From an optimization exercise on the open Yosys and OpenROAD flow, aimed at small area, a short achievable clock period and few clock cycles; shortcuts taken in it are not production practice.
At most, simulation tests tie the RTL to the original design; equivalence was not proved.
No functional check of the RTL was part of runs 3 and 4.
Power and IR drop assume default switching activity.

[flow/run.sh]
#!/bin/bash
set -euo pipefail
bash standard.sh SETUP_SLACK_MARGIN=7.0 "BUFFER_PORTS_ARGS=-buffer_cell sky130_fd_sc_hd__buf_1" finish > standard.log 2>&1
[standard.sh]
#!/bin/bash
# synth_recipe.tcl (not shown) runs the flow's synth.tcl, then flattens the netlist and writes it again
# the make line also repeats each setting of config.mk as NAME=value (left out here)
make -C /OpenROAD-flow-scripts/flow DESIGN_CONFIG=/design/flow/config.mk WORK_HOME=/design/flow/orfs CLKGATE_MAP_FILE= SYNTH_SCRIPT=/design/flow/synth_recipe.tcl "${@:-finish}"
[config.mk]
export PLATFORM = sky130hd
export DESIGN_NAME = gem_img_line_decoder
export DESIGN_NICKNAME = gem_img_line_decoder
export VERILOG_FILES = /design/flow/design.v
export SDC_FILE = /design/flow/constraint.sdc
export NUM_CORES = 4
export LEC_CHECK = 0
export CAP_MARGIN = 20
export CORE_MARGIN = 2
export CORE_UTILIZATION = 60
export PLACE_DENSITY = 0.75
export SETUP_SLACK_MARGIN = 5
export SLEW_MARGIN = 20
[constraint.sdc]
create_clock -name core_clock -period 10.5 [get_ports {clk}]
set_input_delay 2.1000 -clock core_clock [delete_from_list [all_inputs] [get_ports {clk}]]
set_output_delay 2.1000 -clock core_clock [all_outputs]
set_load 0.01 [all_outputs]
[design.v]
package gimg_pkg;
  localparam logic [1:0] CFG_PATTERN_BYTES = 2'd0;
  localparam logic [1:0] CFG_LINE_BYTES    = 2'd1;
  localparam logic [1:0] CFG_LINE_TOTAL    = 2'd2;
  localparam logic [3:0]  PATTERN_BYTES_RST = 4'd2;
  localparam logic [15:0] LINE_BYTES_RST    = 16'd80;
  localparam logic [15:0] LINE_TOTAL_RST    = 16'd400;
  localparam logic [1:0] KIND_FILL    = 2'd0;
  localparam logic [1:0] KIND_LITERAL = 2'd1;
  localparam logic [1:0] KIND_PATTERN = 2'd2;
  localparam logic [7:0] TAG_PATTERN = 8'h00;
  localparam logic [7:0] TAG_BITSTR  = 8'h80;
  localparam logic [7:0] REP_MARK    = 8'hff;
  localparam logic [3:0] PH_LINE    = 4'd0;
  localparam logic [3:0] PH_SAW0    = 4'd1;
  localparam logic [3:0] PH_SAW00   = 4'd2;
  localparam logic [3:0] PH_REPN    = 4'd3;
  localparam logic [3:0] PH_TAG     = 4'd4;
  localparam logic [3:0] PH_PCOUNT  = 4'd5;
  localparam logic [3:0] PH_PATTERN = 4'd6;
  localparam logic [3:0] PH_LCOUNT  = 4'd7;
  localparam logic [3:0] PH_LITERAL = 4'd8;
  localparam logic [3:0] PH_LSKIP   = 4'd9;
endpackage
import gimg_pkg::*;
module gem_img_line_decoder (
  input  logic        clk,
  input  logic        rst_n,
  input  logic        in_valid,
  output logic        in_ready,
  input  logic [7:0]  in_data_byte,
  input  logic        in_image_start,
  output logic        out_valid,
  input  logic        out_ready,
  output logic [1:0]  out_run_kind,
  output logic [7:0]  out_fill_byte,
  output logic [63:0] out_pattern_word,
  output logic [15:0] out_byte_count,
  output logic        out_end_of_line,
  output logic [7:0]  out_line_repeats,
  output logic        out_image_done,
  input  logic        cfg_valid,
  output logic        cfg_ready,
  input  logic [1:0]  cfg_index,
  input  logic [15:0] cfg_data
);
  logic [3:0]  plen_r;
  logic [15:0] lb_r;
  logic [15:0] lt_r;
  logic        a_vld, b_vld, ir_r;
  logic [7:0]  a_d, b_d;
  logic        b_s;
  logic [3:0]  ph_r;
  logic [15:0] bl_r;       
  logic [15:0] ll_r;       
  logic        act_r;      
  logic [7:0]  rep_r;      
  logic [10:0] tc_r;       
  logic [2:0]  idx_r;      
  logic        out_vld_r;
  logic [1:0]  kind_r;
  logic [7:0]  fill_r;
  logic [63:0] store_r;
  logic [10:0] cnt_r;      
  logic        eol_r;
  logic [7:0]  reps_r;
  logic        done_r;
  logic in_take, step, a_free, a_new_vld, a_new_s, init;
  logic b_vld_nxt;
  assign in_ready  = ir_r;
  assign in_take   = in_valid && !b_vld;
  assign step      = a_vld && (!out_vld_r || out_ready);
  assign a_free    = !a_vld || step;
  assign a_new_vld = b_vld || in_take;
  assign a_new_s   = b_vld ? b_s : in_image_start;
  assign init      = a_free && a_new_vld && a_new_s;
  assign b_vld_nxt = a_free ? 1'b0 : a_new_vld;
  assign cfg_ready = 1'b1;
  always_ff @(posedge clk) begin
    if (!rst_n) begin
      a_vld <= 1'b0;
      b_vld <= 1'b0;
      ir_r  <= 1'b1;
    end else begin
      if (a_free) a_vld <= a_new_vld;
      b_vld <= b_vld_nxt;
      ir_r  <= !b_vld_nxt;
    end
  end
  always_ff @(posedge clk) begin
    if (a_free) begin
      a_d <= b_vld ? b_d : in_data_byte;
    end
    if (!b_vld) begin
      b_d <= in_data_byte;
      b_s <= in_image_start;
    end
  end
  logic [7:0]  d;
  logic        line_start;
  logic [15:0] bl_e;
  logic        d_zero, d_80, d_ff;
  logic        tagph, solid, lit, patb, first, full, clip_now, emit;
  logic [15:0] cnt;
  logic [16:0] diff;
  logic        eol_s, eol_l, eol_p, eol_c;
  logic [10:0] clip;
  logic [16:0] ll_sub;
  logic        done_c;
  logic [7:0]  reps_c;
  logic        eol_x, done_x;
  logic        more;
  logic [10:0] prod;
  logic [3:0]  ph_nxt;
  logic [15:0] lt_in;
  assign d = a_d;
  assign line_start = (ph_r == PH_LINE);
  assign bl_e       = line_start ? lb_r : bl_r;
  assign d_zero = (d == 8'h00);
  assign d_80   = (d == TAG_BITSTR);
  assign d_ff   = (d == REP_MARK);
  assign tagph = line_start || (ph_r == PH_TAG);
  assign solid = tagph && !d_zero && !d_80;
  assign lit   = (ph_r == PH_LITERAL);
  assign patb  = (ph_r == PH_PATTERN) || ((ph_r == PH_SAW00) && !d_ff);
  assign first = (idx_r == 3'd0);
  assign full  = (idx_r == 3'(plen_r - 4'd1));
  assign clip_now = act_r && (solid || lit || (patb && first));
  assign emit     = act_r && (solid || lit || (patb && full));
  always_comb begin
    if (tagph)    cnt = {9'd0, d[6:0]};
    else if (lit) cnt = 16'd1;
    else          cnt = {5'd0, tc_r};
  end
  assign eol_s = (line_start ? (lb_r[15:7] == 9'd0) : (bl_r[15:7] == 9'd0))
                 && (d[6:0] >= bl_e[6:0]);
  assign eol_l = (bl_r[15:1] == 15'd0);
  assign eol_p = (bl_r[15:11] == 5'd0) && (tc_r >= bl_r[10:0]);
  assign eol_c = tagph ? eol_s : (lit ? eol_l : eol_p);
  assign diff  = {1'b0, bl_e} - {1'b0, cnt};
  assign clip  = eol_c ? bl_e[10:0] : cnt[10:0];
  assign ll_sub = {1'b0, ll_r} - {9'd0, rep_r};
  assign done_c = (ll_r[15:8] == 8'd0) && (ll_r[7:0] <= rep_r);
  assign reps_c = done_c ? ll_r[7:0] : rep_r;
  assign eol_x  = (patb && !first) ? eol_r  : eol_c;
  assign done_x = (patb && !first) ? done_r : done_c;
  assign more = (tc_r[7:0] != 8'd1);
  assign prod = plen_r[3] ? {d, 3'd0} : ({3'd0, d} * {8'd0, plen_r[2:0]});
  assign lt_in = (cfg_valid && cfg_index == CFG_LINE_TOTAL) ? cfg_data : lt_r;
  always_comb begin
    ph_nxt = ph_r;
    case (ph_r)
      PH_LINE, PH_TAG: begin
        if (d_zero)    ph_nxt = line_start ? PH_SAW0 : PH_PCOUNT;
        else if (d_80) ph_nxt = PH_LCOUNT;
        else           ph_nxt = eol_c ? PH_LINE : PH_TAG;
      end
      PH_SAW0:    ph_nxt = d_zero ? PH_SAW00 : PH_PATTERN;
      PH_SAW00, PH_PATTERN: begin
        if (d_ff && ph_r == PH_SAW00) ph_nxt = PH_REPN;
        else if (full)                ph_nxt = eol_x ? PH_LINE : PH_TAG;
        else                          ph_nxt = PH_PATTERN;
      end
      PH_REPN:    ph_nxt = PH_TAG;
      PH_PCOUNT:  ph_nxt = PH_PATTERN;
      PH_LCOUNT:  ph_nxt = d_zero ? PH_TAG : PH_LITERAL;
      PH_LITERAL: begin
        if (more) ph_nxt = eol_c ? PH_LSKIP : PH_LITERAL;
        else      ph_nxt = eol_c ? PH_LINE : PH_TAG;
      end
      PH_LSKIP:   ph_nxt = more ? PH_LSKIP : PH_LINE;
      default:    ph_nxt = PH_LINE;
    endcase
  end
  always_ff @(posedge clk) begin
    if (!rst_n) begin
      act_r <= 1'b0;
    end else if (init) begin
      act_r <= (lt_in != 16'd0);
    end else if (step && emit && eol_x && done_x) begin
      act_r <= 1'b0;
    end
  end
  always_ff @(posedge clk) begin
    if (init) begin
      ph_r  <= PH_LINE;
      ll_r  <= lt_in;
      rep_r <= 8'd1;
    end else if (step) begin
      ph_r <= ph_nxt;
      if (clip_now && eol_c)     ll_r <= ll_sub[15:0];
      if (clip_now && eol_c)     rep_r <= 8'd1;
      else if (ph_r == PH_REPN)  rep_r <= d_zero ? 8'd1 : d;
    end
    if (step) begin
      bl_r <= clip_now ? diff[15:0] : bl_e;
      if (ph_r == PH_SAW0 || ph_r == PH_PCOUNT) tc_r <= prod;
      else if (ph_r == PH_LCOUNT)               tc_r <= {3'd0, d};
      else if (lit || ph_r == PH_LSKIP)         tc_r <= {3'd0, tc_r[7:0] - 8'd1};
      idx_r <= patb ? idx_r + 3'd1 : 3'd0;
    end
  end
  logic       cl_en;
  logic [1:0] kind_n;
  logic [7:0] fill_n;
  logic [7:0] st_wr, st_hold;
  assign cl_en  = step && clip_now;
  assign kind_n = patb ? KIND_PATTERN : (lit ? KIND_LITERAL : KIND_FILL);
  assign fill_n = lit ? d : (patb ? 8'd0 : {8{d[7]}});
  always_ff @(posedge clk) begin
    if (!rst_n) begin
      out_vld_r <= 1'b0;
    end else begin
      out_vld_r <= (step && emit) || (!step && out_vld_r && !out_ready);
    end
  end
  always_ff @(posedge clk) begin
    kind_r <= (kind_n & {2{step}}) | (kind_r & {2{!step}});
    fill_r <= (fill_n & {8{step}}) | (fill_r & {8{!step}});
    cnt_r  <= (clip & {11{cl_en}}) | (cnt_r & {11{!cl_en}});
    eol_r  <= (eol_c & cl_en) | (eol_r & !cl_en);
    reps_r <= (reps_c & {8{cl_en && eol_c}}) | (reps_r & {8{!cl_en}});
    done_r <= (done_c & eol_c & cl_en) | (done_r & !cl_en);
  end
  always_comb begin
    for (int k = 0; k < 8; k++) begin
      st_wr[k]   = step && patb && (idx_r == 3'(k));
      st_hold[k] = !step || (patb && (idx_r != 3'(k)) && (idx_r != 3'd0));
    end
  end
  always_ff @(posedge clk) begin
    for (int k = 0; k < 8; k++) begin
      store_r[8*k +: 8] <= (d & {8{st_wr[k]}}) | (store_r[8*k +: 8] & {8{st_hold[k]}});
    end
  end
  assign out_valid        = out_vld_r;
  assign out_run_kind     = kind_r;
  assign out_fill_byte    = fill_r;
  assign out_pattern_word = store_r;
  assign out_byte_count   = {5'd0, cnt_r};
  assign out_end_of_line  = eol_r;
  assign out_line_repeats = reps_r;
  assign out_image_done   = done_r;
  always_ff @(posedge clk) begin
    if (!rst_n) begin
      plen_r <= PATTERN_BYTES_RST;
      lb_r   <= LINE_BYTES_RST;
      lt_r   <= LINE_TOTAL_RST;
    end else if (cfg_valid) begin
      case (cfg_index)
        CFG_PATTERN_BYTES: begin
          if (cfg_data[3:0] == 4'd0)     plen_r <= 4'd1;
          else if (cfg_data[3:0] > 4'd8) plen_r <= 4'd8;
          else                           plen_r <= cfg_data[3:0];
        end
        CFG_LINE_BYTES: lb_r <= cfg_data;
        CFG_LINE_TOTAL: lt_r <= cfg_data;
        default: begin
        end
      endcase
    end
  end
endmodule
==> flow_metrics.tcl, run 1 <==
set metrics [dict create \
    outcome "no timing/DRC/antenna violations" \
    syn_area_um2 11100 \
    finalHoldViolCount 0 \
    period_share 0.333 \
    ys_warn_count 1 \
    antenna_cells 0 \
    netlist_top_cells_count "134 x dfxtp_1, 130 x nand2_1, 78 x nor2_1, 77 x edfxtp_1, 64 x a21oi_1" \
    rows 49 \
    stdcell_area_um2 13000 \
    cap_violations 0 \
    critPathKind "reg -> reg" \
    min_period_ns 3.49 \
    routedWlPerCell_um 18.9 \
    max_freq_mhz 286 \
    worstPathRequired_ns 10.73 \
    synth_top_area_cell "dfxtp_1" \
    tightestPinTransition_ns 0.939 \
    start_util 0.615 \
    drt_wl_total_mm 29.4 \
    synth_seq_cells 211 \
    power_frac_seq 0.368 \
    hold_ws_ns 0.468 \
    setup_viol 0 \
    pwr-share-clk 0.291 \
    skew_ns 0.00924 \
    first_pass_iters 23 \
    io_pins 135 \
    pwr-share-comb 0.341 \
    synthFlopType "dfxtp_1" \
    synth-edff-count 77 \
    peakVddDrop_v 0.000163 \
    fin_setup_tns_ns 0 \
    yosysUniqueCellTypes 69 \
    hp-class "reg -> reg" \
    critPathArrivalTime_ns 3.73 \
    p_leak_nw 5.16 \
    cts_tree "done" \
    drt_first_iter_violations 881 \
    cts_inserted_buffers 23 \
    rsz0062_at_grt "true" \
    io_buffers 128 \
    place_hpwl_mm 19.6 \
    fp.dieH_um 140 \
    yosysTopAreaCellShare 0.241 \
    remaining_drc_errors 0 \
    clock-sinks 211 \
    grt_max_degree 71 \
    die_w_um 140 \
    switchingPower_uw 952 \
    grt_use_total 0.288 \
    vias 9440 \
    regArea_um2 5010 \
    worstSetupStartpointType "flip-flop" \
    grt_pass1_vias 8695 \
    slew_viol_final 0 \
    synth.area.top_cells "dfxtp_1 24%, edfxtp_1 21%, ha_1 5.4%" \
    grt_first_pass_wirelength_mm 45.9 \
    p_int_mw 1.87 \
    p_total_mw 2.82 \
    yosysMostFrequentCell "dfxtp_1" \
    gp_congestion 0.912 \
    clockBufferDepth 3 \
    insertion_delay_ns 0.52 \
    postSynthCellCount 1175 \
    grt_antenna_before_repair 0 \
    path_clk_slew_ns 0.06 \
    dieArea_um2 19600 \
    coreArea_um2 18100 \
    post_dp_cell_area_um2 11700 \
    overflow 0 \
    ys_seq_area_frac 0.449 \
    crit_path_max_fanout 8 \
    drtAntennaViolNets 0 \
    async_flop_share 0 \
    nNetsFinal 1398 \
    area_delta_synth_final_pct 16.8 \
    drive_gt1_frac 0.111 \
    power_density_nw_per_um2 217 \
    multi_input_area_um2 5670 \
    max-slew-margin-rel 0.373 \
    vias_per_cell 6.07 \
    swShare 0.337 \
    cts_root_buf "clkbuf_16" \
    cp-end-kind "flip-flop" \
    avgSynthCellArea_um2 9.47 \
    htreeDepth 1 \
    fillers 1372 \
]
[worst max-delay path, stage by stage, from the launching register on]
cell and delay (ns):
dfxtp_4 0.38, nor4_4 0.36, buf_12 0.16, mux2i_4 0.26, inv_2 0.08, ha_4 0.27
inv_2 0.04, a221oi_2 0.27, a2111oi_2 0.07, nor4_1 0.33, o21ai_1 0.11, nand3_2 0.12
a21oi_4 0.05, buf_12 0.17, buf_12 0.13, o21ai_4 0.20, clkbuf_16 0.19
[repair_timing]
action / in CTS / in global routing
buffers inserted: 13 / 25
pin swaps: 1 / 9
setup endpoints to repair: 134 / 125
hold buffers: 0 / 0
gates resized for setup: 17 / 21
gates cloned: 0 / 2
[routing by layer]
| layer | track usage | routed length, um |
|---|---|---|
| met5 | 0 | 0 |
| met4 | 0.0813 | 917 |
| met3 | 0.0468 | 2230 |
| met2 | 0.459 | 13500 |
| met1 | 0.408 | 12800 |
[power by group through the flow]
stage	Sequential (mW)	Combinational, mW	Clock, mW
2_1_floorplan	1.03	0.673	0
3_3_place_gp	1.06	0.808	0
3_5_place_dp	1.06	0.820	0
4_1_cts	1.04	0.850	0.827
5_1_grt	1.05	1.06	0.859
6_report	1.04	0.963	0.821
[worst paths after layout]
kind	from	end	slack, ns	depth (start not counted)
worst min-delay path	store_r[4]$_DFF_P_	store_r[4]$_DFF_P_	0.47	1
worst max register to register	ph_r[1]$_SDFFE_PP0P_	ll_r[3]$_DFFE_PP_	7.01	16
worst min register to register	store_r[4]$_DFF_P_	store_r[4]$_DFF_P_	0.47	1
worst max-delay path	ph_r[1]$_SDFFE_PP0P_	ll_r[3]$_DFFE_PP_	7.01	16
[through the flow]
stage,cells,util,worst slack (ns)
after detailed placement,1474,0.647,5.97
after floorplan,1179,-,6.90
after CTS,1529,0.700,7.00
final,1556,0.719,7.01
after global routing,1556,0.719,6.84
after global placement,1474,0.647,6.02
[cell usage in the layout, fill, tap and decap left out, types with 8 or more instances in the layout]
cell / n
xor2_1: 18
a21boi_0: 20
o21ai_1: 11
a32o_1: 24
fa_1: 8
o21a_1: 8
a32oi_1: 8
o21ai_0: 60
edfxtp_1: 77
nor2b_1: 34
buf_1: 128
nor4_1: 13
mux2i_1: 41
nor3_1: 14
dfxtp_1: 127
ha_1: 47
nand2_1: 129
clkbuf_16: 27
buf_4: 45
nor2_1: 77
a22o_1: 35
nand4_1: 11
a21oi_1: 64
nand3_1: 24
nand2b_1: 11
o31ai_1: 12
xnor2_1: 21
mux2_2: 13
and2_1: 10
inv_1: 57
[area by class of cell]
type,count,area share
clock buffer,32,0.0526
clock inverter,10,0.00741
tap,229,0.0220
inverter,63,0.0185
timing repair buffer,182,0.0772
multi-input combinational,829,0.436
sequential,211,0.386
[cell families after synthesis]
kind of cell	share of synthesized area
XOR/XNOR	0.0307
other	0.000675
buffers and inverters	0.0517
AND/OR/NAND/NOR	0.160
AO/OA/AOI/OAI	0.186
adder cells (fa/ha/maj)	0.0713
multiplexers	0.0510
flip-flops	0.449
Testbench counts, summed over its fixed seeds: cycles 18,194.
==> run 2: changes to the inputs <==
==> flow/run.sh (replaced) <==
#!/bin/bash
set -euo pipefail
bash standard.sh SETUP_SLACK_MARGIN=7.4 "BUFFER_PORTS_ARGS=-buffer_cell sky130_fd_sc_hd__buf_1" finish > standard.log 2>&1
==> run 2 against run 1 <==
Synthesized area unchanged. Routed wire length increased by 8.2%. Maximum frequency increased by 8.5%. Setup slack improved by 0.27 ns. Die area unchanged. Synthesized cell count unchanged. Cell count increased by 1.5%. Largest cell class unchanged. Largest power group is now combinational cells.
==> flow_metrics.tcl, run 2 <==
set metrics [dict create \
    outcome "no timing/DRC/antenna violations" \
    cts_root_buf "clkbuf_16" \
    async_flop_share 0 \
    grt_first_pass_wirelength_mm 48.8 \
    p_leak_nw 5.76 \
    finalHoldViolCount 0 \
    start_util 0.615 \
    stdcell_area_um2 13700 \
    setup_viol 0 \
    period_share 0.307 \
    worstSetupStartpointType "flip-flop" \
    routedWlPerCell_um 20.2 \
    critPathKind "reg -> reg" \
    area_delta_synth_final_pct 23.6 \
    rows 49 \
    reg2reg_depth 15 \
    vias_per_cell 6.27 \
    nNetsFinal 1420 \
    ctsHoldBuffers 0 \
    grt_use_total 0.308 \
    layout_commonest_cell "nand2_1" \
    place_hpwl_mm 20.0 \
    worstPathRequired_ns 10.72 \
    rsz0062_at_grt "true" \
    r2r-start "ph_r[0]$_SDFFE_PP0P_" \
    syn_area_um2 11100 \
    rrSetupSlack_ns 7.28 \
    max-slew-margin-rel 0.451 \
    grt_max_degree 41 \
    avgSynthCellArea_um2 9.47 \
    overflow 0 \
    synth-edff-count 77 \
    ys_warn_count 1 \
    cap_violations 0 \
    die_w_um 140 \
    path_clk_slew_ns 0.07 \
    tightestPinTransition_ns 0.820 \
    io_buffers 128 \
    ys_seq_area_frac 0.449 \
    insertion_delay_ns 0.53 \
    crit_path_max_fanout 16 \
    grt_antenna_before_repair 0 \
    hold_depth 2 \
    synth_top_area_cell "dfxtp_1" \
    critPathArrivalTime_ns 3.44 \
    hp-class "reg -> reg" \
    drtAntennaViolNets 0 \
    netlist_top_cells_count "134 x dfxtp_1, 130 x nand2_1, 78 x nor2_1, 77 x edfxtp_1, 64 x a21oi_1" \
    gp_congestion 0.936 \
    slew_viol_final 0 \
    io_pins 135 \
    cts_inserted_buffers 23 \
    yosysUniqueCellTypes 69 \
    max_freq_mhz 310 \
    synth_top_family_by_area "compound AO/OA/AOI/OAI gates" \
    synth.area.top_cells "dfxtp_1 24%, edfxtp_1 21%, ha_1 5.4%" \
    vias 9900 \
    clockBufferDepth 3 \
    fin_setup_tns_ns 0 \
    remaining_drc_errors 0 \
    synth_seq_cells 211 \
    post_dp_cell_area_um2 11800 \
    dieArea_um2 19600 \
    min_from "reps_r[4]$_DFF_P_" \
    postSynthCellCount 1175 \
    whs_endpoint "reps_r[4]$_DFF_P_" \
    peakVddDrop_v 0.000136 \
    final_cell_mix "128 x nand2_1, 77 x edfxtp_1, 73 x nor2_1" \
    skew_ns 0.0267 \
    synth_mux_area_frac 0.0510 \
    fp.dieH_um 140 \
    grt_pass1_vias 9246 \
    synthAdderAreaFrac 0.0713 \
    drt_first_iter_violations 982 \
    htreeDepth 1 \
    clock-sinks 211 \
    synth-xor-area-share 0.0307 \
    cp-end-kind "flip-flop" \
    synth_simple_gate_area_share 0.160 \
    r2r_end "ll_r[8]$_DFFE_PP_" \
    power_density_nw_per_um2 214 \
    synth_compound_area_frac 0.186 \
    drt_wl_total_mm 31.8 \
    cts_tree "done" \
    coreArea_um2 18100 \
    synthFlopType "dfxtp_1" \
    min_period_ns 3.22 \
    first_pass_iters 22 \
    drive_gt1_frac 0.267 \
    yosysMostFrequentCell "dfxtp_1" \
    final_util 0.760 \
    yosysTopAreaCellShare 0.241 \
]
run 2: critical path: stages, from the launching register on:
cell and delay (ns):
dfxtp_4 0.37, nor4_4 0.36, buf_12 0.17, mux2i_4 0.25, inv_1 0.07, ha_1 0.28, inv_2 0.05, a221oi_2 0.30
a2111oi_2 0.06, nor4_1 0.21, o21ai_1 0.14, nand3_2 0.12, a21oi_4 0.05, buf_12 0.17, o21ai_4 0.14, buf_12 0.17
run 2: cells by family after synthesis:
kind of cell    Yosys count
xor+xnor                 39
fa+ha+maj                59
mux                      55
compound gates          302
buf+inv                 139
other cells               2
simple gates            368
flops                   211
run 2: how the worst max path moves through the flow:
stage                                     from                   to  slack, ns  depth (start not counted)
after CTS                            flip-flop      out_end_of_line       7.27                          1
final                     ph_r[0]$_SDFFE_PP0P_    ll_r[8]$_DFFE_PP_       7.28                         15
after global placement               out_ready  store_r[20]$_DFF_P_       6.38                          7
after global routing      ph_r[0]$_SDFFE_PP0P_            flip-flop       7.18                         15
after detailed placement  ph_r[3]$_SDFFE_PP0P_   act_r$_SDFFE_PN0P_       6.28                         16
after floorplan           ph_r[3]$_SDFFE_PP0P_    ll_r[0]$_DFFE_PP_       6.91                         17
run 2: final cells by class:
class	instances	area (um^2)
diodes	1	2.50
inverters	63	274
well taps	229	287
clock buffers	30	664
repair inverters	1	8.76
clock inverters	12	125
repair buffers	203	1390
fillers	1266	4340
flip-flops and latches	211	5100
multi-input cells	829	5900
run 2: timing repair:
action	CTS	global route
resized for setup	156	114
buffers inserted	43	18
cloned	2	1
endpoints found under the setup margin	268	162
pin swaps	12	14
run 2: stage by stage:
stage          hold WS [ns]  setup WS, ns  total power, mW  instances
2_1_floorplan         0.441          6.91             1.72       1179
3_3_place_gp          0.450          6.38             1.88       1472
3_5_place_dp          0.438          6.28             1.90       1472
4_1_cts               0.459          7.27             2.84       1559
5_1_grt               0.474          7.18             3.09       1578
6_report              0.451          7.28             2.95       1579
run 2: where the power goes:
| part | internal (mW) | switching [mW] |
|---|---|---|
| clock network | 0.499 | 0.342 |
| registers | 0.971 | 0.0765 |
| logic | 0.473 | 0.587 |
run 2: metal layers:
layer,global-route usage,wire length [um],up-vias
li1,-,-,4542
met1,0.422,13200,4770
met2,0.493,14800,502
met3,0.0561,2630,86
met4,0.112,1210,0
met5,0,0,-
==> run 3: changes to the inputs <==
--- a/design.v
+++ b/design.v
@@ -102,6 +102,6 @@
   logic        d_zero, d_80, d_ff;
-  logic        tagph, solid, lit, patb, first, full, clip_now, emit;
+  logic        tagph, solid, lit, patb, first, full, emit, cstep;
   logic [15:0] cnt;
   logic [16:0] diff;
-  logic        eol_s, eol_l, eol_p, eol_c;
+  logic        eol_sl, eol_sb, eol_l, eol_p, eol_c;
   logic [10:0] clip;
@@ -110,5 +110,4 @@
   logic [7:0]  reps_c;
-  logic        eol_x, done_x;
   logic        more;
-  logic [10:0] prod;
+  logic [10:0] tc_add, tc_sum;
   logic [3:0]  ph_nxt;
@@ -127,4 +126,4 @@
   assign full  = (idx_r == 3'(plen_r - 4'd1));
-  assign clip_now = act_r && (solid || lit || (patb && first));
-  assign emit     = act_r && (solid || lit || (patb && full));
+  assign emit  = act_r && (solid || lit || (patb && full));
+  assign cstep = (ph_r == PH_SAW0) || (ph_r == PH_PCOUNT);
   always_comb begin
@@ -134,7 +133,7 @@
   end
-  assign eol_s = (line_start ? (lb_r[15:7] == 9'd0) : (bl_r[15:7] == 9'd0))
-                 && (d[6:0] >= bl_e[6:0]);
+  assign eol_sl = (lb_r[15:7] == 9'd0) && (d[6:0] >= lb_r[6:0]);
+  assign eol_sb = (bl_r[15:7] == 9'd0) && (d[6:0] >= bl_r[6:0]);
   assign eol_l = (bl_r[15:1] == 15'd0);
   assign eol_p = (bl_r[15:11] == 5'd0) && (tc_r >= bl_r[10:0]);
-  assign eol_c = tagph ? eol_s : (lit ? eol_l : eol_p);
+  assign eol_c = tagph ? (line_start ? eol_sl : eol_sb) : (lit ? eol_l : eol_p);
   assign diff  = {1'b0, bl_e} - {1'b0, cnt};
@@ -144,6 +143,5 @@
   assign reps_c = done_c ? ll_r[7:0] : rep_r;
-  assign eol_x  = (patb && !first) ? eol_r  : eol_c;
-  assign done_x = (patb && !first) ? done_r : done_c;
-  assign more = (tc_r[7:0] != 8'd1);
-  assign prod = plen_r[3] ? {d, 3'd0} : ({3'd0, d} * {8'd0, plen_r[2:0]});
+  assign more   = (tc_r[7:0] != 8'd1);
+  assign tc_add = patb ? {3'd0, store_r[63:56]} : 11'h7ff;
+  assign tc_sum = tc_r + tc_add;
   assign lt_in = (cfg_valid && cfg_index == CFG_LINE_TOTAL) ? cfg_data : lt_r;
@@ -160,3 +158,3 @@
         if (d_ff && ph_r == PH_SAW00) ph_nxt = PH_REPN;
-        else if (full)                ph_nxt = eol_x ? PH_LINE : PH_TAG;
+        else if (full)                ph_nxt = eol_c ? PH_LINE : PH_TAG;
         else                          ph_nxt = PH_PATTERN;
@@ -179,3 +177,3 @@
       act_r <= (lt_in != 16'd0);
-    end else if (step && emit && eol_x && done_x) begin
+    end else if (step && emit && eol_c && done_c) begin
       act_r <= 1'b0;
@@ -190,4 +188,4 @@
       ph_r <= ph_nxt;
-      if (clip_now && eol_c)     ll_r <= ll_sub[15:0];
-      if (clip_now && eol_c)     rep_r <= 8'd1;
+      if (emit && eol_c)         ll_r <= ll_sub[15:0];
+      if (emit && eol_c)         rep_r <= 8'd1;
       else if (ph_r == PH_REPN)  rep_r <= d_zero ? 8'd1 : d;
@@ -195,6 +193,5 @@
     if (step) begin
-      bl_r <= clip_now ? diff[15:0] : bl_e;
-      if (ph_r == PH_SAW0 || ph_r == PH_PCOUNT) tc_r <= prod;
-      else if (ph_r == PH_LCOUNT)               tc_r <= {3'd0, d};
-      else if (lit || ph_r == PH_LSKIP)         tc_r <= {3'd0, tc_r[7:0] - 8'd1};
+      bl_r <= emit ? diff[15:0] : bl_e;
+      if (cstep || ph_r == PH_LCOUNT)                  tc_r <= {3'd0, d};
+      else if ((patb && !full) || lit || ph_r == PH_LSKIP) tc_r <= tc_sum;
       idx_r <= patb ? idx_r + 3'd1 : 3'd0;
@@ -206,3 +203,3 @@
   logic [7:0] st_wr, st_hold;
-  assign cl_en  = step && clip_now;
+  assign cl_en  = step && emit;
   assign kind_n = patb ? KIND_PATTERN : (lit ? KIND_LITERAL : KIND_FILL);
@@ -225,3 +222,3 @@
   always_comb begin
-    for (int k = 0; k < 8; k++) begin
+    for (int k = 0; k < 7; k++) begin
       st_wr[k]   = step && patb && (idx_r == 3'(k));
@@ -229,2 +226,4 @@
     end
+    st_wr[7]   = step && ((patb && idx_r == 3'd7) || cstep);
+    st_hold[7] = !step || (patb && !full);
   end
==> run 3 against run 2 <==
Largest power group is now sequential cells. Still clean on timing, DRC and antenna. Clock-buffer cell count rose by 2. Sequential share of layout area fell by 0.14 points. Maximum frequency rose by 1.4%.
==> flow_metrics.tcl, run 3 <==
set metrics [dict create \
    outcome "no timing/DRC/antenna violations" \
    grt_first_pass_wirelength_mm 46.1 \
    peakVddDrop_v 0.000133 \
    whs_endpoint "reps_r[0]$_DFF_P_" \
    nNetsFinal 1428 \
    synth-edff-count 76 \
    cp_slowest_stage_delay_ns 0.41 \
    remaining_drc_errors 0 \
    min_period_ns 3.18 \
    first_pass_iters 6 \
    worstPathRequired_ns 10.75 \
    ys_seq_area_frac 0.456 \
    fillers 1225 \
    clockBufferDepth 3 \
    finalHoldViolCount 0 \
    vias_per_cell 6.09 \
    critPathKind "reg -> reg" \
    final_cell_mix "132 x nand2_1, 80 x dfxtp_1, 76 x edfxtp_1" \
    slew_viol_final 0 \
    vias 9606 \
    drt_wl_total_mm 30.6 \
    p_int_mw 1.60 \
    cts_inserted_buffers 22 \
    avgSynthCellArea_um2 9.44 \
    path_cells "nor2_4, nand3b_1, buf_4, clkinvlp_4, nor2_1, o21a_1, inv_1, ha_2, fa_2, nand2b_4, a21oi_4, o21a_1, a41oi_2, and3_1, xnor2_1" \
    crit_path_max_fanout 7 \
    r2r_end "bl_r[12]$_DFFE_PP_" \
    die_w_um 139 \
    path_clk_slew_ns 0.07 \
    area_delta_synth_final_pct 25.3 \
    min_from "reps_r[0]$_DFF_P_" \
    dieArea_um2 19300 \
    stdcell_count 1577 \
    routedWlPerCell_um 19.4 \
    rows 49 \
    io_pins 135 \
    synthFlopType "dfxtp_1" \
    rsz0062_at_grt "true" \
    synth_top_area_cell "dfxtp_1" \
    reg2reg_depth 15 \
    hp-class "reg -> reg" \
    power_density_nw_per_um2 165 \
    critPathArrivalTime_ns 3.43 \
    max_freq_mhz 315 \
    yosysTopAreaCellShare 0.246 \
    synth.area.top_cells "dfxtp_1 25%, edfxtp_1 21%, ha_1 7.0%" \
    postSynthCellCount 1154 \
    grt_pass1_vias 8827 \
    setup_viol 0 \
    period_share 0.302 \
    pwr-share-comb 0.247 \
    regArea_um2 5040 \
    async_flop_share 0 \
    worstSetupStartpointType "flip-flop" \
    insertion_delay_ns 0.51 \
    gp_congestion 0.889 \
    fin_setup_tns_ns 0 \
    start_util 0.609 \
    power_frac_seq 0.407 \
    r2r-start "ph_r[1]$_SDFFE_PP0P_" \
    yosysMostFrequentCell "nand2_1" \
    htreeDepth 1 \
    worst_path_max_delay_cell "dfxtp_4" \
    layout_setup_ws_ns 7.32 \
    post_dp_cell_area_um2 11600 \
    overflow 0 \
    cap_violations 0 \
    drive_gt1_frac 0.269 \
    io_buffers 128 \
    multi_input_area_um2 5960 \
    tightestPinTransition_ns 0.756 \
    place_hpwl_mm 18.9 \
    antenna_cells 0 \
    hold_ws_ns 0.451 \
    cp-end-kind "flip-flop" \
    grt_max_degree 41 \
    swShare 0.289 \
    drt_first_iter_violations 759 \
    p_leak_nw 5.67 \
    rrSetupSlack_ns 7.32 \
    netlist_top_cells_count "135 x nand2_1, 134 x dfxtp_1, 76 x edfxtp_1, 71 x a21oi_1, 71 x o21ai_0" \
    layout_commonest_cell "nand2_1" \
    fp.dieH_um 139 \
    ys_warn_count 1 \
    skew_ns 0.0185 \
    switchingPower_uw 649 \
    cts_tree "done" \
    cp_num_buf_inv 3 \
    yosysUniqueCellTypes 70 \
    grt_antenna_before_repair 0 \
    synth_seq_cells 210 \
    ctsHoldBuffers 0 \
    hold_depth 2 \
    dp_slack_ns 6.28 \
    grt_use_total 0.294 \
    cts_root_buf "clkbuf_16" \
    clock-sinks 210 \
    coreArea_um2 17900 \
    syn_area_um2 10900 \
    pwr-share-clk 0.345 \
    cp_common_cell "o21a_1" \
    dp.cells 1457 \
    crit_family "simple AND/OR/NAND/NOR gates" \
    drtAntennaViolNets 0 \
    max-slew-margin-rel 0.494 \
    stdcell_area_um2 13600 \
]
-- run 3: changes by cell type in the layout (fill, tap and decap cells not counted), moves of 15 or more --
cell      previous run  this run
clkbuf_2            24        40
nor2_1              73        54
dfxtp_2             65        50
dfxtp_1             63        80
nand3_1             24        43
a32o_1              24         1
-- run 3: worst reg2reg max path: cells and delay by family, from the launching register on --
family	cells	cell delay (ns)
AND/OR/NAND/NOR	5	0.73
AO/OA/AOI/OAI	4	0.73
adder cells (fa/ha/maj)	2	0.55
flip-flops	1	0.41
buffers and inverters	3	0.36
XOR/XNOR	1	0.12
-- run 3: layer usage --
| metal | wire (um) | GRT usage | share of wire |
|---|---|---|---|
| met2 | 14300 | 0.500 | 0.47 |
| met1 | 12700 | 0.390 | 0.41 |
| met4 | 1040 | 0.0904 | 0.034 |
| met5 | 0 | 0 | 0 |
| met3 | 2520 | 0.0480 | 0.082 |
-- run 3: kinds of logic (layout without fill, tap and decap cells) --
logic type	count (synthesis)	count (layout)	share of synthesized area
and+or+nand+nor	382	385	0.172
other	2	6	0.000689
DFF	210	210	0.456
muxes	70	70	0.0658
adders and majority gates	64	64	0.0756
AOI/OAI and AO/OA	279	279	0.165
buffers and inverters	127	314	0.0475
xor gates and xnor gates	20	20	0.0173
-- run 3: power groups by stage --
stage	registers (mW)	clock network [mW]	logic, mW
after CTS	0.913	0.781	0.455
after detailed placement	0.937	0	0.387
after global placement	0.936	0	0.378
after global routing	0.918	0.811	0.601
final	0.916	0.776	0.556
after floorplan	0.924	0	0.314
-- run 3: worst max path at each step --
stage / endpoint / depth (start not counted) / startpoint / slack [ns]
2_1_floorplan: ll_r[0]$_DFFE_PP_ / 7 / out_ready / 6.99
3_3_place_gp: ll_r[2]$_DFFE_PP_ / 6 / out_ready / 6.32
3_5_place_dp: ll_r[12]$_DFFE_PP_ / 6 / out_ready / 6.28
5_1_grt: bl_r[12]$_DFFE_PP_ / 15 / ph_r[1]$_SDFFE_PP0P_ / 7.23
6_report: bl_r[12]$_DFFE_PP_ / 15 / ph_r[1]$_SDFFE_PP0P_ / 7.32
4_1_cts: bl_r[12]$_DFFE_PP_ / 13 / ph_r[1]$_SDFFE_PP0P_ / 7.33
-- run 3: repair_timing --
item	in CTS	in global routing
pin swaps	13	32
resized for setup	102	154
gates cloned	6	0
buffers inserted	41	33
setup endpoints to repair	244	163
-- run 3: layout make-up --
type / count / share of cell area
clock inverter: 8 / 0.00468
timing repair buffer: 213 / 0.101
inverter: 60 / 0.0184
multi-input combinational: 824 / 0.437
tap: 229 / 0.0210
sequential: 210 / 0.369
timing repair inverter: 1 / 0.000642
clock buffer: 32 / 0.0479
-- run 3: metrics by stage --
stage | utilization | power [mW]
after global routing | 0.762 | 2.33
after global placement | 0.647 | 1.31
after floorplan | - | 1.24
after CTS | 0.723 | 2.15
after detailed placement | 0.647 | 1.32
final | 0.762 | 2.25
==> run 4: changes to the inputs <==
--- a/design.v
+++ b/design.v
@@ -47,4 +47,6 @@
   logic [3:0]  plen_r;
-  logic [15:0] lb_r;
-  logic [15:0] lt_r;
+  logic [15:0] lbm_r;
+  logic        lbz_r;
+  logic [15:0] ltm_r;
+  logic        ltz_r;
   logic        a_vld, b_vld, ir_r;
@@ -53,4 +55,4 @@
   logic [3:0]  ph_r;
-  logic [15:0] bl_r;       
-  logic [15:0] ll_r;       
+  logic [15:0] bm_r;       
+  logic [15:0] lm_r;       
   logic        act_r;      
@@ -100,10 +102,14 @@
   logic        line_start;
-  logic [15:0] bl_e;
+  logic [15:0] bme;
   logic        d_zero, d_80, d_ff;
   logic        tagph, solid, lit, patb, first, full, emit, cstep;
-  logic [15:0] cnt;
-  logic [16:0] diff;
-  logic        eol_sl, eol_sb, eol_l, eol_p, eol_c;
+  logic [10:0] cnt;
+  logic [10:0] dlo;
+  logic        blo;
+  logic [15:0] bm_sub;
+  logic        eol_c;
   logic [10:0] clip;
-  logic [16:0] ll_sub;
+  logic [7:0]  llo;
+  logic        lbo;
+  logic [15:0] lm_sub;
   logic        done_c;
@@ -113,6 +119,10 @@
   logic [3:0]  ph_nxt;
-  logic [15:0] lt_in;
+  logic        ltw;
+  logic [15:0] cfg_dm;
+  logic        cfg_z;
+  logic [15:0] ltm_in;
+  logic        ltz_in;
   assign d = a_d;
   assign line_start = (ph_r == PH_LINE);
-  assign bl_e       = line_start ? lb_r : bl_r;
+  assign bme        = line_start ? lbm_r : bm_r;
   assign d_zero = (d == 8'h00);
@@ -129,16 +139,14 @@
   always_comb begin
-    if (tagph)    cnt = {9'd0, d[6:0]};
-    else if (lit) cnt = 16'd1;
-    else          cnt = {5'd0, tc_r};
-  end
-  assign eol_sl = (lb_r[15:7] == 9'd0) && (d[6:0] >= lb_r[6:0]);
-  assign eol_sb = (bl_r[15:7] == 9'd0) && (d[6:0] >= bl_r[6:0]);
-  assign eol_l = (bl_r[15:1] == 15'd0);
-  assign eol_p = (bl_r[15:11] == 5'd0) && (tc_r >= bl_r[10:0]);
-  assign eol_c = tagph ? (line_start ? eol_sl : eol_sb) : (lit ? eol_l : eol_p);
-  assign diff  = {1'b0, bl_e} - {1'b0, cnt};
-  assign clip  = eol_c ? bl_e[10:0] : cnt[10:0];
-  assign ll_sub = {1'b0, ll_r} - {9'd0, rep_r};
-  assign done_c = (ll_r[15:8] == 8'd0) && (ll_r[7:0] <= rep_r);
-  assign reps_c = done_c ? ll_r[7:0] : rep_r;
+    if (tagph)    cnt = {4'd0, d[6:0]};
+    else if (lit) cnt = 11'd1;
+    else          cnt = tc_r;
+  end
+  assign {blo, dlo} = {1'b0, bme[10:0]} - {1'b0, cnt};
+  assign bm_sub     = {bme[15:11] - {4'd0, blo}, dlo};
+  assign eol_c      = lbz_r || (blo && (bme[15:11] == 5'd0));
+  assign clip       = eol_c ? (lbz_r ? 11'd0 : bme[10:0] + 11'd1) : cnt;
+  assign {lbo, llo} = {1'b0, lm_r[7:0]} - {1'b0, rep_r};
+  assign lm_sub     = {lm_r[15:8] - {7'd0, lbo}, llo};
+  assign done_c     = lbo && (lm_r[15:8] == 8'd0);
+  assign reps_c     = done_c ? lm_r[7:0] + 8'd1 : rep_r;
   assign more   = (tc_r[7:0] != 8'd1);
@@ -146,3 +154,7 @@
   assign tc_sum = tc_r + tc_add;
-  assign lt_in = (cfg_valid && cfg_index == CFG_LINE_TOTAL) ? cfg_data : lt_r;
+  assign cfg_dm = cfg_data - 16'd1;
+  assign cfg_z  = (cfg_data == 16'd0);
+  assign ltw    = cfg_valid && (cfg_index == CFG_LINE_TOTAL);
+  assign ltm_in = ltw ? cfg_dm : ltm_r;
+  assign ltz_in = ltw ? cfg_z : ltz_r;
   always_comb begin
@@ -176,3 +188,3 @@
     end else if (init) begin
-      act_r <= (lt_in != 16'd0);
+      act_r <= !ltz_in;
     end else if (step && emit && eol_c && done_c) begin
@@ -184,3 +196,3 @@
       ph_r  <= PH_LINE;
-      ll_r  <= lt_in;
+      lm_r  <= ltm_in;
       rep_r <= 8'd1;
@@ -188,3 +200,3 @@
       ph_r <= ph_nxt;
-      if (emit && eol_c)         ll_r <= ll_sub[15:0];
+      if (emit && eol_c)         lm_r <= lm_sub;
       if (emit && eol_c)         rep_r <= 8'd1;
@@ -193,3 +205,3 @@
     if (step) begin
-      bl_r <= emit ? diff[15:0] : bl_e;
+      bm_r <= emit ? bm_sub : bme;
       if (cstep || ph_r == PH_LCOUNT)                  tc_r <= {3'd0, d};
@@ -245,4 +257,6 @@
       plen_r <= PATTERN_BYTES_RST;
-      lb_r   <= LINE_BYTES_RST;
-      lt_r   <= LINE_TOTAL_RST;
+      lbm_r  <= LINE_BYTES_RST - 16'd1;
+      lbz_r  <= 1'b0;
+      ltm_r  <= LINE_TOTAL_RST - 16'd1;
+      ltz_r  <= 1'b0;
     end else if (cfg_valid) begin
@@ -254,4 +268,10 @@
         end
-        CFG_LINE_BYTES: lb_r <= cfg_data;
-        CFG_LINE_TOTAL: lt_r <= cfg_data;
+        CFG_LINE_BYTES: begin
+          lbm_r <= cfg_dm;
+          lbz_r <= cfg_z;
+        end
+        CFG_LINE_TOTAL: begin
+          ltm_r <= cfg_dm;
+          ltz_r <= cfg_z;
+        end
         default: begin
==> flow/run.sh (replaced) <==
#!/bin/bash
set -euo pipefail
bash standard.sh SETUP_SLACK_MARGIN=7.4 \
  "BUFFER_PORTS_ARGS=-buffer_cell sky130_fd_sc_hd__buf_1" \
  "CTS_ARGS=-sink_clustering_enable -repair_clock_nets -dont_use_dummy_load" \
  finish > standard.log 2>&1
--- a/config.mk
+++ b/config.mk
@@ -7,2 +7,3 @@
 export LEC_CHECK = 0
+export ABC_AREA = 1
 export CAP_MARGIN = 20
==> run 4 against run 3 <==
Maximum frequency fell by 2.0%. Still clean. Largest cell class unchanged. Core utilization rose by 0.43 points. Synthesized area fell by 2.8%. First-iteration DRC count rose by 4.6%. Register-to-register slack improved by 0.096 ns. Critical endpoint is now lm_r[13]$_DFFE_PP_. Total power fell by 15%.
==> flow_metrics.tcl, run 4 <==
set metrics [dict create \
    yosysUniqueCellTypes 54 \
    worstPathRequired_ns 10.73 \
    syn_area_um2 10600 \
    tightestPinTransition_ns 0.917 \
    ys_warn_count 1 \
    drt_wl_total_mm 28.3 \
    vias 9330 \
    grt_max_degree 49 \
    synth_top_area_cell "dfxtp_1" \
    period_share 0.309 \
    area_delta_synth_final_pct 25.3 \
    avgSynthCellArea_um2 8.74 \
    grt_pass1_vias 8402 \
    slew_viol_final 0 \
    peakVddDrop_v 0.000130 \
    fin_setup_tns_ns 0 \
    ctsHoldBuffers 0 \
    setup_viol 0 \
    synth-edff-count 77 \
    layout_commonest_cell "nand2_1" \
    yosysTopAreaCellShare 0.255 \
    outcome "no timing/DRC/antenna violations" \
    antenna_cells 0 \
    min_period_ns 3.24 \
    drive_gt1_frac 0.289 \
    postSynthCellCount 1211 \
    vias_per_cell 5.72 \
    netlist_top_cells_count "205 x nand2_1, 135 x dfxtp_1, 128 x o21ai_0, 127 x inv_1, 94 x nand3_1" \
    start_util 0.612 \
    dp.cells 1528 \
    synthFlopType "dfxtp_1" \
    path_clk_slew_ns 0.06 \
    power_density_nw_per_um2 144 \
    p_leak_nw 5.60 \
    place_hpwl_mm 18.4 \
    synth_seq_cells 212 \
    hp-class "reg -> reg" \
    max-slew-margin-rel 0.386 \
    worst_path_max_delay_cell "nor4_4" \
    rows 48 \
    nNetsFinal 1484 \
    dieArea_um2 18700 \
    drt_first_iter_violations 794 \
    critPathKind "in -> reg" \
    yosysMostFrequentCell "nand2_1" \
    die_w_um 137 \
    async_flop_share 0 \
    insertion_delay_ns 0.51 \
    post_dp_cell_area_um2 11400 \
    io_pins 135 \
    cp_num_buf_inv 3 \
    stdcell_area_um2 13300 \
    htreeDepth 1 \
    remaining_drc_errors 0 \
    skew_ns 0.0418 \
    worstSetupStartpointType "input port" \
    max_freq_mhz 308 \
    crit_family "simple AND/OR/NAND/NOR gates" \
    grt_antenna_before_repair 0 \
    cap_violations 0 \
    fp.dieH_um 137 \
    critPathArrivalTime_ns 3.47 \
    crit_path_max_fanout 3 \
    finalHoldViolCount 0 \
    cp_slowest_stage_delay_ns 0.28 \
    clockBufferDepth 3 \
    drtAntennaViolNets 0 \
    coreArea_um2 17300 \
    p_total_mw 1.91 \
    cp-end-kind "flip-flop" \
    grt_first_pass_wirelength_mm 42.0 \
    cts_root_buf "clkbuf_16" \
    cts_inserted_buffers 22 \
    cts_tree "done" \
    rsz0062_at_grt "true" \
    ys_seq_area_frac 0.474 \
    clock-sinks 212 \
    routedWlPerCell_um 17.4 \
    grt_use_total 0.285 \
    final_cell_mix "195 x nand2_1, 110 x inv_1, 110 x o21ai_0" \
    overflow 0 \
    io_buffers 128 \
    path_cells "buf_8, nor2_4, inv_2, nor4_4, nand3_2, buf_4, nor3_4, xor2_2, mux2i_1, o21ai_1" \
    stdcell_count 1630 \
    gp_congestion 0.884 \
    synth.area.top_cells "dfxtp_1 26%, edfxtp_1 22%, nand2_1 7.3%" \
    first_pass_iters 5 \
]
[run 4: worst min-delay path, cell delays in order (launching register included)]
cell	delay, ns
dfxtp_2	0.32
nand2_1	0.04
o21ai_0	0.05
[run 4: worst paths after layout]
kind | startpoint | cells past startpoint | to | slack [ns]
worst min-delay path | store_r[6]$_DFF_P_ | 2 | store_r[6]$_DFF_P_ | 0.45
worst min register to register | store_r[6]$_DFF_P_ | 2 | store_r[6]$_DFF_P_ | 0.45
worst max-delay path | cfg_data[3] | 10 | lm_r[13]$_DFFE_PP_ | 7.26
worst max register to register | a_d[1]$_DFFE_PP_ | 19 | tc_r[9]$_SDFFCE_PP0P_ | 7.42
[run 4: per-stage QoR]
step	setup WS [ns]	hold slack [ns]	utilization
floorplan	7.04	0.414	-
global route	7.14	0.466	0.767
detailed placement	6.20	0.440	0.661
global placement	6.20	0.429	0.661
finish	7.26	0.453	0.767
CTS	7.25	0.454	0.725
[run 4: layout make-up]
class,instances,area [um^2]
timing repair buffer,207,1300
clock buffer,22,551
inverter,140,638
sequential,212,5060
tap,225,282
multi-input combinational,824,5430
fill,1236,4030
[run 4: timing repair]
item | 4_1_cts | 5_1_grt
cloned | 1 | 1
resized for setup | 109 | 148
setup endpoints to repair | 234 | 167
buffers inserted | 37 | 41
pin swaps | 22 | 30
[run 4: kinds of logic after synthesis]
kind of cell / synth area share
adders and majority gates: 0.0553
muxes: 0.0170
AOI/OAI and AO/OA: 0.140
DFF: 0.474
and+or+nand+nor: 0.208
other: 0.000709
buffers and inverters: 0.0704
xor gates and xnor gates: 0.0347
[run 4: routing by layer]
layer	routed length [um]	up-vias	global-route usage
met3	2160	67	0.0459
met4	703	0	0.0813
met1	12100	4399	0.406
met5	0	-	0
met2	13300	362	0.452
li1	-	4502	-
[run 4: report_power, final]
part / switching (mW) / total [mW] / internal (mW)
clock network: 0.293 / 0.660 / 0.367
logic: 0.214 / 0.345 / 0.131
registers: 0.0187 / 0.904 / 0.885
==> run 5: changes to the inputs <==
--- a/design.v
+++ b/design.v
@@ -24,2 +24,35 @@
 endpackage
+module gimg_cmpsub #(
+  parameter int W = 8
+) (
+  input  logic [W-1:0] a,
+  input  logic [W-1:0] b,
+  output logic [W-1:0] d,
+  output logic         ge,
+  output logic         gt
+);
+  localparam int L = $clog2(W);
+  logic [W-1:0] gl [0:L];
+  logic [W-1:0] pl [0:L];
+  assign gl[0] = a & ~b;
+  assign pl[0] = ~(a ^ b);
+  for (genvar l = 0; l < L; l++) begin : g_lvl
+    for (genvar i = 0; i < W; i++) begin : g_bit
+      if (((i >> l) & 1) == 1) begin : g_join
+        localparam int J = ((i >> l) << l) - 1;
+        assign gl[l+1][i] = gl[l][i] | (pl[l][i] & gl[l][J]);
+        assign pl[l+1][i] = pl[l][i] & pl[l][J];
+      end else begin : g_pass
+        assign gl[l+1][i] = gl[l][i];
+        assign pl[l+1][i] = pl[l][i];
+      end
+    end
+  end
+  assign d[0] = ~pl[0][0];
+  for (genvar i = 1; i < W; i++) begin : g_sum
+    assign d[i] = pl[0][i] ^ (gl[L][i-1] | pl[L][i-1]);
+  end
+  assign ge = gl[L][W-1] | pl[L][W-1];
+  assign gt = gl[L][W-1];
+endmodule
 import gimg_pkg::*;
@@ -47,6 +80,4 @@
   logic [3:0]  plen_r;
-  logic [15:0] lbm_r;
-  logic        lbz_r;
-  logic [15:0] ltm_r;
-  logic        ltz_r;
+  logic [15:0] lb_r;
+  logic [15:0] lt_r;
   logic        a_vld, b_vld, ir_r;
@@ -55,4 +86,4 @@
   logic [3:0]  ph_r;
-  logic [15:0] bm_r;       
-  logic [15:0] lm_r;       
+  logic [15:0] bl_r;       
+  logic [15:0] ll_r;       
   logic        act_r;      
@@ -102,3 +133,3 @@
   logic        line_start;
-  logic [15:0] bme;
+  logic [15:0] bl_e;
   logic        d_zero, d_80, d_ff;
@@ -107,4 +138,4 @@
   logic [10:0] dlo;
-  logic        blo;
-  logic [15:0] bm_sub;
+  logic        bge, bgt;
+  logic [15:0] diff;
   logic        eol_c;
@@ -112,4 +143,4 @@
   logic [7:0]  llo;
-  logic        lbo;
-  logic [15:0] lm_sub;
+  logic        lge, lgt;
+  logic [15:0] ll_sub;
   logic        done_c;
@@ -119,10 +150,6 @@
   logic [3:0]  ph_nxt;
-  logic        ltw;
-  logic [15:0] cfg_dm;
-  logic        cfg_z;
-  logic [15:0] ltm_in;
-  logic        ltz_in;
+  logic [15:0] lt_in;
   assign d = a_d;
   assign line_start = (ph_r == PH_LINE);
-  assign bme        = line_start ? lbm_r : bm_r;
+  assign bl_e       = line_start ? lb_r : bl_r;
   assign d_zero = (d == 8'h00);
@@ -143,10 +170,10 @@
   end
-  assign {blo, dlo} = {1'b0, bme[10:0]} - {1'b0, cnt};
-  assign bm_sub     = {bme[15:11] - {4'd0, blo}, dlo};
-  assign eol_c      = lbz_r || (blo && (bme[15:11] == 5'd0));
-  assign clip       = eol_c ? (lbz_r ? 11'd0 : bme[10:0] + 11'd1) : cnt;
-  assign {lbo, llo} = {1'b0, lm_r[7:0]} - {1'b0, rep_r};
-  assign lm_sub     = {lm_r[15:8] - {7'd0, lbo}, llo};
-  assign done_c     = lbo && (lm_r[15:8] == 8'd0);
-  assign reps_c     = done_c ? lm_r[7:0] + 8'd1 : rep_r;
+  gimg_cmpsub #(.W(11)) u_bl (.a(bl_e[10:0]), .b(cnt), .d(dlo), .ge(bge), .gt(bgt));
+  assign eol_c = (bl_e[15:11] == 5'd0) && !bgt;
+  assign diff  = {bge ? bl_e[15:11] : bl_e[15:11] - 5'd1, dlo};
+  assign clip  = eol_c ? bl_e[10:0] : cnt;
+  gimg_cmpsub #(.W(8)) u_ll (.a(ll_r[7:0]), .b(rep_r), .d(llo), .ge(lge), .gt(lgt));
+  assign done_c = (ll_r[15:8] == 8'd0) && !lgt;
+  assign ll_sub = {lge ? ll_r[15:8] : ll_r[15:8] - 8'd1, llo};
+  assign reps_c = done_c ? ll_r[7:0] : rep_r;
   assign more   = (tc_r[7:0] != 8'd1);
@@ -154,7 +181,3 @@
   assign tc_sum = tc_r + tc_add;
-  assign cfg_dm = cfg_data - 16'd1;
-  assign cfg_z  = (cfg_data == 16'd0);
-  assign ltw    = cfg_valid && (cfg_index == CFG_LINE_TOTAL);
-  assign ltm_in = ltw ? cfg_dm : ltm_r;
-  assign ltz_in = ltw ? cfg_z : ltz_r;
+  assign lt_in = (cfg_valid && cfg_index == CFG_LINE_TOTAL) ? cfg_data : lt_r;
   always_comb begin
@@ -188,3 +211,3 @@
     end else if (init) begin
-      act_r <= !ltz_in;
+      act_r <= (lt_in != 16'd0);
     end else if (step && emit && eol_c && done_c) begin
@@ -196,3 +219,3 @@
       ph_r  <= PH_LINE;
-      lm_r  <= ltm_in;
+      ll_r  <= lt_in;
       rep_r <= 8'd1;
@@ -200,3 +223,3 @@
       ph_r <= ph_nxt;
-      if (emit && eol_c)         lm_r <= lm_sub;
+      if (emit && eol_c)         ll_r <= ll_sub;
       if (emit && eol_c)         rep_r <= 8'd1;
@@ -205,3 +228,3 @@
     if (step) begin
-      bm_r <= emit ? bm_sub : bme;
+      bl_r <= emit ? diff : bl_e;
       if (cstep || ph_r == PH_LCOUNT)                  tc_r <= {3'd0, d};
@@ -257,6 +280,4 @@
       plen_r <= PATTERN_BYTES_RST;
-      lbm_r  <= LINE_BYTES_RST - 16'd1;
-      lbz_r  <= 1'b0;
-      ltm_r  <= LINE_TOTAL_RST - 16'd1;
-      ltz_r  <= 1'b0;
+      lb_r   <= LINE_BYTES_RST;
+      lt_r   <= LINE_TOTAL_RST;
     end else if (cfg_valid) begin
@@ -268,10 +289,4 @@
         end
-        CFG_LINE_BYTES: begin
-          lbm_r <= cfg_dm;
-          lbz_r <= cfg_z;
-        end
-        CFG_LINE_TOTAL: begin
-          ltm_r <= cfg_dm;
-          ltz_r <= cfg_z;
-        end
+        CFG_LINE_BYTES: lb_r <= cfg_data;
+        CFG_LINE_TOTAL: lt_r <= cfg_data;
         default: begin
--- a/config.mk
+++ b/config.mk
@@ -11,2 +11,3 @@
 export CORE_UTILIZATION = 60
+export CTS_BUF_LIST = sky130_fd_sc_hd__clkbuf_8
 export PLACE_DENSITY = 0.75
==> run 5 against run 4 <==
Die area fell by 6.4%. Setup slack better by 0.087 ns. Total power is 4.9% lower. Cell area down 8.2%. Sequential power fell by 1%. Worst hold slack worse by 0.0074 ns. Largest cell class is now flip-flops and latches. Maximum frequency increased by 2.7%.
==> flow_metrics.tcl, run 5 <==
set metrics [dict create \
    cts_root_buf "clkbuf_16" \
    io_buffers 128 \
    overflow 0 \
    drt_first_iter_violations 689 \
    final_util 0.761 \
    grt_antenna_before_repair 0 \
    io_pins 135 \
    crit_path_max_fanout 1 \
    grt_max_degree 42 \
    synth_compound_area_frac 0.135 \
    avgSynthCellArea_um2 8.35 \
    synthFlopType "dfxtp_1" \
    yosysMostFrequentCell "nand2_1" \
    stdcell_count 1554 \
    swShare 0.262 \
    rsz0062_at_grt "true" \
    vias 8748 \
    cp-end-kind "primary output" \
    cp_num_buf_inv 1 \
    cts_inserted_buffers 22 \
    switchingPower_uw 476 \
    start_util 0.618 \
    layout_setup_ws_ns 7.34 \
    fin_setup_tns_ns 0 \
    vias_per_cell 5.63 \
    fp.dieH_um 132 \
    synth_seq_cells 210 \
    finalHoldViolCount 0 \
    nNetsFinal 1413 \
    syn_area_um2 9890 \
    p_int_mw 1.34 \
    htreeDepth 1 \
    post_dp_cell_area_um2 10600 \
    first_pass_iters 8 \
    coreArea_um2 16000 \
    hold_ws_ns 0.445 \
    yosysTopAreaCellShare 0.269 \
    drt_wl_total_mm 25.7 \
    area_delta_synth_final_pct 23.1 \
    power_density_nw_per_um2 149 \
    yosysUniqueCellTypes 48 \
    min_period_ns 3.16 \
    synthAdderAreaFrac 0.0526 \
    setup_viol 0 \
    stdcell_area_um2 12200 \
    worst_path_max_delay_cell "edfxtp_1" \
    layout_commonest_cell "nand2_1" \
    remaining_drc_errors 0 \
    power_frac_seq 0.492 \
    die_w_um 132 \
    cts_tree "done" \
    clockBufferDepth 3 \
    p_leak_nw 5.19 \
    drtAntennaViolNets 0 \
    insertion_delay_ns 0.51 \
    routedWlPerCell_um 16.5 \
    gp_congestion 0.901 \
    ys_seq_area_frac 0.503 \
    dp.cells 1488 \
    drive_gt1_frac 0.207 \
    period_share 0.300 \
    grt_first_pass_wirelength_mm 39.9 \
    cap_violations 0 \
    synth-xor-area-share 0.0168 \
    place_hpwl_mm 16.6 \
    hp-class "reg -> reg" \
    cp_slowest_stage_delay_ns 0.41 \
    max_freq_mhz 317 \
    peakVddDrop_v 0.000106 \
    critPathArrivalTime_ns 1.06 \
    rows 46 \
    worstPathRequired_ns 8.40 \
    slew_viol_final 0 \
    path_clk_slew_ns 0.06 \
    pwr-share-comb 0.147 \
    synth_top_area_cell "dfxtp_1" \
    ys_warn_count 7 \
    postSynthCellCount 1185 \
    antenna_cells 0 \
    crit_family "flip-flops" \
    netlist_top_cells_count "268 x nand2_1, 141 x o21ai_0, 133 x dfxtp_1, 124 x inv_1, 88 x nor2_1" \
    tightestPinTransition_ns 0.684 \
    dieArea_um2 17500 \
    async_flop_share 0 \
    skew_ns 0.0340 \
    synth.area.top_cells "dfxtp_1 27%, edfxtp_1 23%, nand2_1 10%" \
    worstSetupStartpointType "flip-flop" \
    dp_slack_ns 5.95 \
    max-slew-margin-rel 0.541 \
    synth-edff-count 77 \
    critPathKind "reg -> out" \
    final_cell_mix "259 x nand2_1, 131 x o21ai_0, 113 x inv_1" \
    synth_simple_gate_area_share 0.201 \
    outcome "no timing/DRC/antenna violations" \
    clock-sinks 210 \
    p_total_mw 1.82 \
    path_cells "clkbuf_2" \
    grt_use_total 0.277 \
    pwr-share-clk 0.361 \
    grt_pass1_vias 8077 \
    synth_mux_area_frac 0.0162 \
    synth_top_family_by_area "simple AND/OR/NAND/NOR gates" \
]
-- run 5: cell type report --
| cell class | count | area (um^2) |
|---|---|---|
| Multi-Input combinational cell | 797 | 4700 |
| Timing Repair Buffer | 170 | 1040 |
| Tap cell | 216 | 270 |
| Fill cell | 1158 | 3820 |
| Sequential cell | 210 | 5010 |
| Inverter | 136 | 582 |
| Clock buffer | 22 | 551 |
| Timing Repair inverter | 3 | 25.0 |
-- run 5: kinds of logic (layout without fill, tap and decap cells) --
logic type                 count (synthesis)  after routing
muxes                                     16             16
other                                      2              6
buffers and inverters                    183            331
and+or+nand+nor                          470            471
AOI/OAI and AO/OA                        244            244
DFF                                      210            210
adders and majority gates                 41             41
xor gates and xnor gates                  19             19
-- run 5: power groups by stage --
stage | Combinational (mW) | Sequential, mW | Clock [mW]
CTS | 0.235 | 0.891 | 0.663
floorplan | 0.172 | 0.906 | 0
finish | 0.267 | 0.892 | 0.656
global route | 0.299 | 0.894 | 0.693
detailed placement | 0.219 | 0.908 | 0
global placement | 0.215 | 0.908 | 0
-- run 5: metal layers --
metal	track usage	vias to the layer above	part of all wire
met2	0.458	359	0.48
met5	0	-	0
met4	0.108	0	0.030
met1	0.363	4073	0.41
met3	0.0533	71	0.074
li1	-	4245	-
-- run 5: what timing repair did --
action / in CTS / in global routing
setup endpoints to repair: 261 / 179
hold buffers: 0 / 0
gates cloned: 2 / 2
pin swaps: 7 / 13
setup buffers: 18 / 22
gates resized for setup: 80 / 125
-- run 5: path summary, 6_finish.rpt --
kind	from	to	slack (ns)	cells after the start
min	b_d[6]$_DFF_P_	b_d[6]$_DFF_P_	0.45	2
min reg2reg	b_d[6]$_DFF_P_	b_d[6]$_DFF_P_	0.45	2
max reg2reg	ph_r[3]$_SDFFE_PP0P_	tc_r[8]$_SDFFCE_PP0P_	7.49	16
max	flip-flop	out_fill_byte[5]	7.34	1
Testbench counts of run 5, summed over its fixed seeds: cycles 18,194.
==> run 6: changes to the inputs <==
--- a/config.mk
+++ b/config.mk
@@ -11,3 +11,2 @@
 export CORE_UTILIZATION = 60
-export CTS_BUF_LIST = sky130_fd_sc_hd__clkbuf_8
 export PLACE_DENSITY = 0.75
==> run 6 against run 5 <==
Worst hold slack stayed put. Critical path type unchanged. Cell area stayed put. First-iteration DRC count stayed put. Still clean.
==> flow_metrics.tcl, run 6 <==
set metrics [dict create \
    io_pins 135 \
    max_freq_mhz 317 \
    rows 46 \
    grt_use_total 0.277 \
    reg2reg_depth 16 \
    crit_path_max_fanout 1 \
    drt_first_iter_violations 689 \
    fillers 1158 \
    hold_depth 2 \
    worst_path_max_delay_cell "edfxtp_1" \
    dp.cells 1488 \
    ys_seq_area_frac 0.503 \
    ys_warn_count 7 \
    nNetsFinal 1413 \
    pwr-share-clk 0.361 \
    vias 8748 \
    async_flop_share 0 \
    hold_ws_ns 0.445 \
    cp-end-kind "primary output" \
    busiest_layer "met2" \
    critPathKind "reg -> out" \
    synth_seq_cells 210 \
    worstPathRequired_ns 8.40 \
    synth-edff-count 77 \
    yosysTopAreaCellShare 0.269 \
    path_clk_slew_ns 0.06 \
    cp_num_buf_inv 1 \
    coreArea_um2 16000 \
    swShare 0.262 \
    clockBufferDepth 3 \
    p_int_mw 1.34 \
    fp.dieH_um 132 \
    rsz0062_at_grt "true" \
    fin_setup_tns_ns 0 \
    skew_ns 0.0340 \
    cap_violations 0 \
    synth.area.top_cells "dfxtp_1 27%, edfxtp_1 23%, nand2_1 10%" \
    peakVddDrop_v 0.000106 \
    postSynthCellCount 1185 \
    grt_antenna_before_repair 0 \
    worstSetupStartpointType "flip-flop" \
    max-slew-margin-rel 0.541 \
    routedWlPerCell_um 16.5 \
    power_density_nw_per_um2 149 \
    avgSynthCellArea_um2 8.35 \
    layout_commonest_cell "nand2_1" \
    path_cells "clkbuf_2" \
    p_leak_nw 5.19 \
    area_delta_synth_final_pct 23.1 \
    outcome "no timing/DRC/antenna violations" \
    p_total_mw 1.82 \
    critPathArrivalTime_ns 1.06 \
    yosysMostFrequentCell "nand2_1" \
    layout_setup_ws_ns 7.34 \
    htreeDepth 1 \
    dp_slack_ns 5.95 \
    cts_tree "done" \
    crit_family "flip-flops" \
    drive_gt1_frac 0.207 \
    grt_pass1_vias 8077 \
    slew_viol_final 0 \
    die_w_um 132 \
    pwr-share-comb 0.147 \
    use_met2 0.458 \
    start_util 0.618 \
    tightestPinTransition_ns 0.684 \
    antenna_cells 0 \
    synth_top_area_cell "dfxtp_1" \
    synthFlopType "dfxtp_1" \
    remaining_drc_errors 0 \
    final_cell_mix "259 x nand2_1, 131 x o21ai_0, 113 x inv_1" \
    gp_congestion 0.901 \
    met3_usage 0.0533 \
    cp_slowest_stage_delay_ns 0.41 \
    dieArea_um2 17500 \
    overflow 0 \
    drt_wl_total_mm 25.7 \
    netlist_top_cells_count "268 x nand2_1, 141 x o21ai_0, 133 x dfxtp_1, 124 x inv_1, 88 x nor2_1" \
    power_frac_seq 0.492 \
    finalHoldViolCount 0 \
    regArea_um2 5010 \
    setup_viol 0 \
    grt_first_pass_wirelength_mm 39.9 \
    min_period_ns 3.16 \
    grt_max_degree 42 \
    cts_inserted_buffers 22 \
    syn_area_um2 9890 \
    vias_per_cell 5.63 \
    cts_root_buf "clkbuf_16" \
    drtAntennaViolNets 0 \
    met1_usage 0.363 \
    place_hpwl_mm 16.6 \
    yosysUniqueCellTypes 48 \
    period_share 0.300 \
    hp-class "reg -> reg" \
    clock-sinks 210 \
    insertion_delay_ns 0.51 \
    multi_input_area_um2 4700 \
    worst-path-stages 1 \
    first_pass_iters 8 \
    stdcell_count 1554 \
    switchingPower_uw 476 \
    io_buffers 128 \
]
[run 6: cell families after synthesis]
| family | count (synthesis) | synth area share |
|---|---|---|
| compound gates | 244 | 0.135 |
| mux | 16 | 0.0162 |
| buf+inv | 183 | 0.0747 |
| simple gates | 470 | 0.201 |
| other cells | 2 | 0.000759 |
| xor+xnor | 19 | 0.0168 |
| fa+ha+maj | 41 | 0.0526 |
| flops | 210 | 0.503 |
[run 6: final timing paths]
kind	from	endpoint	slack [ns]
hold reg to reg	b_d[6]$_DFF_P_	b_d[6]$_DFF_P_	0.45
setup reg to reg	ph_r[3]$_SDFFE_PP0P_	tc_r[8]$_SDFFCE_PP0P_	7.49
setup / recovery	flip-flop	out_fill_byte[5]	7.34
hold / removal	b_d[6]$_DFF_P_	b_d[6]$_DFF_P_	0.45
[run 6: what timing repair did]
action,4_1_cts,5_1_grt
gates resized for setup,80,125
hold buffers,0,0
endpoints found under the hold margin,0,0
pin swaps,7,13
buffers inserted,18,22
endpoints found under the setup margin,261,179
cloned,2,2
[run 6: per-layer routing]
metal / vias up / share of wire
met4: 0 / 0.030
met3: 71 / 0.074
li1: 4245 / -
met5: - / 0
met1: 4073 / 0.41
met2: 359 / 0.48
[run 6: final cells by class]
type	instances	share of cell area
clock buffer	22	0.0452
inverter	136	0.0478
multi-input combinational	797	0.386
sequential	210	0.411
tap	216	0.0222
timing repair buffer	170	0.0856
timing repair inverter	3	0.00205
[run 6: power by group through the flow]
stage	logic (mW)	clock network (mW)	registers [mW]
floorplan	0.172	0	0.906
global placement	0.215	0	0.908
detailed placement	0.219	0	0.908
CTS	0.235	0.663	0.891
global route	0.299	0.693	0.894
finish	0.267	0.656	0.892
[run 6: through the flow]
stage,utilization,cell area [um^2]
global route,0.761,12200
detailed placement,0.665,10600
global placement,0.665,10600
floorplan,-,10200
CTS,0.726,11600
finish,0.761,12200
